From an optimization exercise on the open Yosys and OpenROAD flow, aimed at small area and a short achievable clock period; shortcuts taken in it are not production practice. Function was checked by simulation only, so behaviour that the tests miss may differ from the original. Power figures rest on the tool's default switching activity, not on a simulated workload.

## flow/design.v (module list and top-level ports; edited modules follow where they fit)
// module priority_scan_encoder: 1186 lines
module priority_scan_encoder #(
    parameter int WIDTH     = 256,
    parameter int IDXW      = $clog2(WIDTH),
    parameter bit MSB_FIRST = 1'b1
) (
    input  logic              clk,
    input  logic              rst_n,
    input  logic              in_valid,
    output logic              in_ready,
    input  logic [WIDTH-1:0]  in_vec,
    input  logic              abort,
    output logic              out_valid,
    input  logic              out_ready,
    output logic [IDXW-1:0]   out_index,
    output logic              out_last,
    output logic [IDXW:0]     out_remaining,
    output logic              zero_pulse
);
  // ...
==> flow/flow/run.sh <==
#!/bin/bash
# The standard layout (standard.sh) with two changes:
#  * synthesis: yosys's synth runs with -noabc, so the early quick abc pass
#    does not restructure the popcount tree before full adders are extracted
#    (fewer inverters around the adder cells); everything else in the
#    synthesis script is unchanged, the final abc mapping included.
#  * port buffers are buf_2 cells (BUFFER_PORTS_ARGS) instead of the delay
#    cells the resizer picks by default.
set -euo pipefail
export SYNTH_ARGS=-noabc
export BUFFER_PORTS_ARGS="-inputs -outputs -buffer_cell sky130_fd_sc_hd__buf_2"
bash standard.sh > standard_flow.log 2>&1
==> flow/standard.sh <==
#!/bin/bash
# synth_recipe.tcl (not shown) runs the flow's synth.tcl, then flattens the netlist and writes it again
# the make line also repeats each setting of config.mk as NAME=value (left out here)
make -C /OpenROAD-flow-scripts/flow DESIGN_CONFIG=/design/flow/config.mk WORK_HOME=/design/flow/orfs CLKGATE_MAP_FILE= SYNTH_SCRIPT=/design/flow/synth_recipe.tcl "${@:-finish}"
==> flow/config.mk <==
export PLATFORM = sky130hd
export DESIGN_NAME = priority_scan_encoder
export DESIGN_NICKNAME = priority_scan_encoder
export VERILOG_FILES = /design/flow/design.v
export SDC_FILE = /design/flow/constraint.sdc
export NUM_CORES = 4
export LEC_CHECK = 0
export CAP_MARGIN = 20
export CORE_MARGIN = 2
export CORE_UTILIZATION = 45
export CTS_BUF_LIST = sky130_fd_sc_hd__clkbuf_4 sky130_fd_sc_hd__clkbuf_8
export SETUP_SLACK_MARGIN = 4.7
export SLEW_MARGIN = 20
export TNS_END_PERCENT = 100
==> flow/constraint.sdc <==
create_clock -name core_clock -period 10.0 [get_ports {clk}]
set_input_delay 2.0000 -clock core_clock [delete_from_list [all_inputs] [get_ports {clk}]]
set_output_delay 2.0000 -clock core_clock [all_outputs]
set_load 0.01 [all_outputs]
==> results.toml, run 1 <==
[sta]
finalClockSkew_ns = 0.0330
relSlewSlack_pct = 23.5
report.final.hold_viol_count = 0

[status]
status = "no timing/DRC/antenna violations"

[critical_path]
cp-start-kind = "register"
critPathRequiredTime_ns = 8.00
r2r_start = "pend[232]$_DFFE_PN_"
worstRegToRegCells = 12
crit_end = "out_remaining[8]"

[global_route]
grt_pass1_vias = 18700
grt_max_degree = 189
gr-usage-met3_pct = 7.70

[placement]
place.gp.congestion = 1.02
place_ws_ns = 3.18

[logic_synthesis]
synthesis.nets = 2503
synth-edff-count = 263
synth_top_area_share_pct = 34.4
synth-seq-cells = 289

[pwr]
p_clk_w = 0.00128
switching_share_pct = 41.7
leakage_nw = 10.4
p_switching_w = 0.00275
power_w = 0.00660
comb_power_w = 0.00367

[finish]
buffer_area_share_pct = 7.43
clkbuf_count = 60
seq_cells = 289
final_common_cell = "edfxtp_1"
seqCellArea_um2 = 8550

[routing]
met1_length_um = 37200
via_count = 19000
dr_wl_met3_um = 9700
dr.first_iter.drc_count = 2479
routed-wl-met2_um = 43900

[clock_network]
cts_resized = 86
cts.clk_slew.worst_paths_ns = 0.06
numCtsBuffers = 53
post_cts_buffers = 15

[die]
rows = 82
io_pins = 282
==> run 2: changes to the inputs <==
--- a/flow/config.mk
+++ b/flow/config.mk
@@ -7,8 +7,8 @@
 export LEC_CHECK = 0
 export CAP_MARGIN = 20
 export CORE_MARGIN = 2
-export CORE_UTILIZATION = 45
+export CORE_UTILIZATION = 55
 export CTS_BUF_LIST = sky130_fd_sc_hd__clkbuf_4 sky130_fd_sc_hd__clkbuf_8
-export SETUP_SLACK_MARGIN = 4.7
+export SETUP_SLACK_MARGIN = 5.0
 export SLEW_MARGIN = 20
 export TNS_END_PERCENT = 100
==> results.toml, run 2 <==
[placement]
placed_cell_area_um2 = 25100
portBuffers = 281
place.gp.congestion = 1.09
place_ws_ns = 2.90
hpwl_um = 76000

[logic_synthesis]
synth_area_um2 = 23000
synth_area_leaders = "edfxtp_1, fa_1, mux4_2"
synthesis.nets = 2503
yosys.area.top_type = "edfxtp_1"
synth-edff-count = 263
ys_async_sr_fraction_pct = 9.00
synth_most_common_cell = "edfxtp_1"
synth_ff_type = "edfxtp_1"
synth_top_area_share_pct = 34.4
synthTopCellsByCount = "edfxtp_1, fa_1, inv_1"
ys_seq_area_share_pct = 37.2
synth_cells = 1939
yosys_warnings = 110
synth-seq-cells = 289
synth.avg_cell_area_um2 = 11.8
synth_cell_type_count = 84

[clock_network]
clockRootBuffer = "clkbuf_8"
cts.path.max_buffers = 3
htreeDepth = 2
clk_latency_ns = 0.68
cts.clk_slew.worst_paths_ns = 0.07
numCtsBuffers = 51
clock_sinks = 289
cts_tree = "built"
postCtsHoldBufs = 0

[die]
io_pins = 282
die_area_um2 = 43400
start_util_pct = 56.0
coreArea_um2 = 41000
rows = 74
fp.dieW_um = 208
fp.dieH_um = 208

[finish]
final_common_cell = "edfxtp_1"
drive_above_1_share_pct = 32.9
fillers = 3042
largest_register_ffs = 255
reg.largest.list = "pend: 255 flops, cq: 23 flops, idx_q: 8 flops"
area_delta_synth_final_pct = 20.5
final_cell_mix = "edfxtp_1, buf_2, inv_1"
layout.nets = 2864
stdcell_area_um2 = 27700
top_register = "pend"
final_core_util_pct = 67.5

[routing]
dr.first_iter.drc_count = 2985
ant_nets = 0
via_count = 19800
drt-total-wl_um = 93400
drt_pass1_iterations = 6
drc_errors = 0
via_per_inst = 6.87
wl_per_cell_um = 32.4

[status]
status = "no timing/DRC/antenna violations"

[pwr]
power_density_nw_per_um2 = 248
seq_power_share_pct = 24.0
peakVddDrop_mv = 0.476
combPwrFrac_pct = 57.9
p_switching_w = 0.00285
leakage_nw = 10.6
switching_share_pct = 41.5
p_int_w = 0.00402
pwr-share-clk_pct = 18.1

[critical_path]
cp-start-kind = "register"
critPathCaptureType = "output port"
slowest_stage = "fa_1"
critPathRequiredTime_ns = 8.00
crit_type = "reg -> out"
path_cells = "ha_4 > fa_1 > fa_1 > buf_4 > ha_4 > o21bai_4 > a21oi_2 > o21bai_1 > a21oi_2 > xnor2_2 > buf_2"
crit_arrival_ns = 3.55
slowest_delay_ns = 0.50
crit_fanout = 3

[sta]
fin_crit_sh_pct = 55.5
final.min_clock_period_ns = 5.55
rsz0062_at_grt = "true"
fin_setup_tns_ns = 0
relSlewSlack_pct = 31.0
finalClockSkew_ns = 0.0313
report.final.hold_viol_count = 0
slew_viol_final = 0
clock.fmax_ghz = 0.180
finalWorstSetupSlack_ns = 4.45
setup_viol = 0
hold-worst-slack_ns = 0.804
worst_slew_pin_slew_ns = 1.03

[global_route]
grt_max_degree = 65
antenna_found_initial = 6
grt_pass1_vias = 19100
globalRouteTotalUtil_pct = 43.1
grt_overflow = 0
grt_first_pass_wirelength_um = 133000

[worst_hold_path]
hold_path_class = "reg -> reg"

[run]
drv_cap = 0
run 2: worst max-delay path: cells and delay by family, from the launching register on:
kind | cells | cell delay (ns)
buffers and inverters | 2 | 0.33
adders and majority gates | 4 | 1.36
AOI/OAI and AO/OA | 4 | 0.66
xor gates and xnor gates | 1 | 0.14
DFF | 1 | 0.40
run 2: worst paths after layout:
path	slack [ns]	cells after the start	startpoint	endpoint
setup reg to reg	5.13	12	pend[232]$_DFFE_PN_	idx_q[0]$_DFFE_PP_
hold reg to reg	0.80	3	cq[1]$_DFF_PN0_	cq[0]$_DFF_PN0_
max in group asynchronous	8.29	1	rst_n	cq[11]$_DFF_PN0_
hold / removal	0.80	3	cq[1]$_DFF_PN0_	cq[0]$_DFF_PN0_
min in group asynchronous	1.33	1	rst_n	cq[21]$_DFF_PN0_
setup / recovery	4.45	11	cq[13]$_DFF_PN0_	out_remaining[8]
run 2: final cells by class:
class | count | area [um2] | share of cell area (%)
flip-flops and latches | 289 | 8550 | 30.9
inverters | 183 | 693 | 2.50
diodes | 4 | 10.0 | 0.0362
clock buffers | 65 | 832 | 3.01
multi-input cells | 1423 | 14400 | 51.9
well taps | 532 | 666 | 2.41
clock inverters | 31 | 280 | 1.01
repair buffers | 352 | 2290 | 8.27
run 2: metal layers:
metal	up-vias	wire (um)	global-route usage (%)
li1	8002	-	-
met1	9857	33100	58.2
met2	1584	40700	63.3
met3	346	12500	10.4
met4	4	7060	26.7
met5	-	26	0
run 2: repair_timing:
item                       4_1_cts  5_1_grt
buffers inserted                22       26
cloned                           1        0
pin swaps                      119      117
setup endpoints to repair       31       28
gates resized for setup        181      124
run 2: logic make-up after synthesis:
kind of cell    after synthesis  share of synthesized area, %
xor+xnor                     20                         0.763
buf+inv                     228                          3.98
other cells                   1                        0.0163
fa+ha+maj                   303                          24.4
compound gates              421                          12.2
flops                       289                          37.2
simple gates                587                          13.6
mux                          90                          7.82
run 2: stage by stage:
stage | instances | power (W)
after floorplan | 1939 | 0.00371
final | 2879 | 0.00687
after CTS | 2848 | 0.00665
after global placement | 2727 | 0.00509
after global routing | 2876 | 0.00720
after detailed placement | 2729 | 0.00512
run 2: power groups by stage:
| stage | logic [W] | clock network (W) | registers (W) |
|---|---|---|---|
| global placement | 0.00343 | 0 | 0.00166 |
| floorplan | 0.00211 | 0 | 0.00160 |
| detailed placement | 0.00346 | 0 | 0.00166 |
| global route | 0.00425 | 0.00129 | 0.00165 |
| finish | 0.00398 | 0.00124 | 0.00165 |
| CTS | 0.00377 | 0.00124 | 0.00164 |
==> run 3: changes to the inputs <==
--- a/flow/config.mk
+++ b/flow/config.mk
@@ -8,7 +8,6 @@
 export CAP_MARGIN = 20
 export CORE_MARGIN = 2
 export CORE_UTILIZATION = 55
-export CTS_BUF_LIST = sky130_fd_sc_hd__clkbuf_4 sky130_fd_sc_hd__clkbuf_8
-export SETUP_SLACK_MARGIN = 5.0
+export SETUP_SLACK_MARGIN = 4.2
 export SLEW_MARGIN = 20
 export TNS_END_PERCENT = 100
==> results.toml, run 3 <==
[routing]
via_count = 19000
drt-total-wl_um = 89300
ant_nets = 0
dr.first_iter.drc_count = 2591
wl_per_cell_um = 32.0
drc_errors = 0
drt_pass1_iterations = 6
via_per_inst = 6.81

[logic_synthesis]
yosys_warnings = 110
synth-edff-count = 263
ys_seq_area_share_pct = 37.2
synth_area_um2 = 23000
synth_cell_type_count = 84
synth_top_area_share_pct = 34.4
synthTopCellsByCount = "edfxtp_1, fa_1, inv_1"
synth_cells = 1939
synth_most_common_cell = "edfxtp_1"
synthesis.nets = 2503
synth_area_leaders = "edfxtp_1, fa_1, mux4_2"
ys_async_sr_fraction_pct = 9.00
synth_ff_type = "edfxtp_1"
yosys.area.top_type = "edfxtp_1"
synth-seq-cells = 289
synth.avg_cell_area_um2 = 11.8

[clock_network]
cts.path.max_buffers = 3
clock_sinks = 289
numCtsBuffers = 35
clk_latency_ns = 0.57
postCtsHoldBufs = 0
clockRootBuffer = "clkbuf_16"
htreeDepth = 2
cts.clk_slew.worst_paths_ns = 0.06
cts_tree = "built"

[pwr]
power_density_nw_per_um2 = 240
peakVddDrop_mv = 0.310
leakage_nw = 10.3

[critical_path]
crit_fanout = 5
path_cells = "buf_2 > inv_1 > ha_1 > nor3b_1 > nand4_1 > nor4_2 > a21boi_1 > o311ai_4 > buf_4 > nand2_1 > a31oi_1 > nand3b_1 > a211oi_1 > o32ai_1"
crit_type = "in -> reg"
startpoint = "in_vec[124]"
critPathCaptureType = "register"
r2r_start = "pend[169]$_DFFE_PN_"
slowest_delay_ns = 0.57
cp-start-kind = "primary input"
slowest_stage = "a21boi_1"
critPathRequiredTime_ns = 10.29
crit_arrival_ns = 6.08

[placement]
place.gp.congestion = 1.13
portBuffers = 281
hpwl_um = 73900

[sta]
clock.fmax_ghz = 0.173
report.final.hold_viol_count = 0
relSlewSlack_pct = 22.7
worst_slew_pin_slew_ns = 1.15
finalClockSkew_ns = 0.0144
slew_viol_final = 0
fin_setup_tns_ns = 0
hold-worst-slack_ns = 0.723
fin_crit_sh_pct = 57.8
rsz0062_at_grt = "true"
setup_viol = 0
final.min_clock_period_ns = 5.78

[die]
rows = 74
coreArea_um2 = 41000
die_area_um2 = 43400
fp.dieW_um = 208
start_util_pct = 56.0
io_pins = 282
fp.dieH_um = 208

[status]
status = "no timing/DRC/antenna violations"

[finish]
reg.largest.list = "pend: 255 flops, cq: 23 flops, idx_q: 8 flops"
layout.nets = 2802
area_delta_synth_final_pct = 14.4
final_cell_mix = "buf_2, edfxtp_1, fa_1"
fillers = 3285
final_common_cell = "buf_2"
top_register = "pend"
seqCellArea_um2 = 8550
drive_above_1_share_pct = 21.2
largest_register_ffs = 255
multiInputGateArea_um2 = 13600

[run]
drv_cap = 0

[worst_hold_path]
hold_path_startpoint = "cq[22]$_DFF_PN0_"
hold_path_class = "reg -> reg"

[global_route]
globalRouteTotalUtil_pct = 41.7
grt_first_pass_wirelength_um = 129000
antenna_found_initial = 4
grt_overflow = 0
grt_max_degree = 159
grt_pass1_vias = 18700
## run 3: path summary, 6_finish.rpt
check                                     end  slack [ns]  cells past startpoint
hold reg to reg              cq[22]$_DFF_PN0_        0.72                      3
setup reg to reg           idx_q[0]$_DFFE_PP_        5.26                     10
setup / recovery           idx_q[2]$_DFFE_PP_        4.22                     14
hold / removal               cq[22]$_DFF_PN0_        0.72                      3
max in group asynchronous     cq[9]$_DFF_PN0_        8.20                      1
min in group asynchronous    cq[22]$_DFF_PN0_        1.42                      1
## run 3: kinds of logic after synthesis
family                     count (synthesis)  share of synthesized area, %
and+or+nand+nor                          587                          13.6
AOI/OAI and AO/OA                        421                          12.2
adders and majority gates                303                          24.4
DFF                                      289                          37.2
buffers and inverters                    228                          3.98
muxes                                     90                          7.82
xor gates and xnor gates                  20                         0.763
other                                      1                        0.0163
## run 3: area by class of cell
| class | count | area share (%) |
|---|---|---|
| multi-input cells | 1423 | 51.7 |
| flip-flops and latches | 289 | 32.5 |
| repair buffers | 306 | 6.11 |
| clock buffers | 43 | 3.53 |
| inverters | 183 | 2.63 |
| well taps | 532 | 2.53 |
| clock inverters | 18 | 0.985 |
| diodes | 1 | 0.00952 |
## run 3: repair_timing
item	in CTS	in global routing
pin swaps	1	1
buffers inserted	4	1
resized for setup	2	8
setup endpoints to repair	4	5
gates cloned	1	0
## run 3: stage by stage
step                      util [%]  cells  total power [W]  setup WS [ns]  area [um2]
after floorplan                  -   1939          0.00363           4.33       23000
after global placement        60.9   2727          0.00487           3.03       25000
after detailed placement      60.9   2727          0.00490           3.19       25000
after CTS                     64.0   2793          0.00628           4.23       26200
after global routing          64.1   2794          0.00668           4.17       26300
final                         64.1   2795          0.00631           4.22       26300
## run 3: critical path: cells and delay by family
| kind | cells | cell delay, ns |
|---|---|---|
| adder cells (fa/ha/maj) | 1 | 0.19 |
| buffers and inverters | 3 | 0.36 |
| AO/OA/AOI/OAI | 5 | 1.56 |
| AND/OR/NAND/NOR | 5 | 1.94 |
## run 3: metal layers
metal	vias to the layer above	wire [um]	GRT usage (%)
met5	-	27	0
met4	4	6220	24.4
met3	287	11000	10.6
met2	1437	38400	60.7
met1	9437	33700	57.3
li1	7866	-	-
## run 3: where the power goes
part	leakage, nW	switching, W	internal (W)
Clock	0.579	0.000546	0.000817
Sequential	3.05	0.000162	0.00149
Combinational	6.63	0.00188	0.00142

separate check: timing with driven ports:
How much do the figures lean on ideal ports? The routed layouts below were timed once more, with nothing changed but the port constraints.
Step 1 (the two cells are an assumption about what drives the block):
set clk [get_ports {clk}]
set_driving_cell -lib_cell sky130_fd_sc_hd__clkbuf_16 $clk
set_driving_cell -lib_cell sky130_fd_sc_hd__buf_2 [delete_from_list [all_inputs] $clk]
Step 2 moves the port delays by t, midway between the first and last clock arrival at a register: inputs arrive t later, outputs are due t later. That takes back most of the time a late clock gives input paths.
Three values: ideal, step 1, step 2; two values: the first two.
| run | t (ns) | setup slack, ns | worst setup path after step 2 | clock arrival spread, ns | worst register clock-pin slew, ns |
|---|---|---|---|---|---|
| run 1 | 0.718 | 4.475 / 4.413 / 3.928 | input to register | 0.033 / 0.033 | 0.07 / 0.07 |
| run 2 | 0.716 | 4.452 / 4.395 / 3.872 | input to register | 0.031 / 0.031 | 0.07 / 0.07 |
| run 3 | 0.624 | 4.216 / 4.251 / 3.627 | input to register | 0.018 / 0.018 | 0.06 / 0.06 |
After both steps setup and hold are still met in every run listed. The setup slack of run 3, which loses most, moves by +0.035 ns with the drivers and by -0.589 ns with both steps.
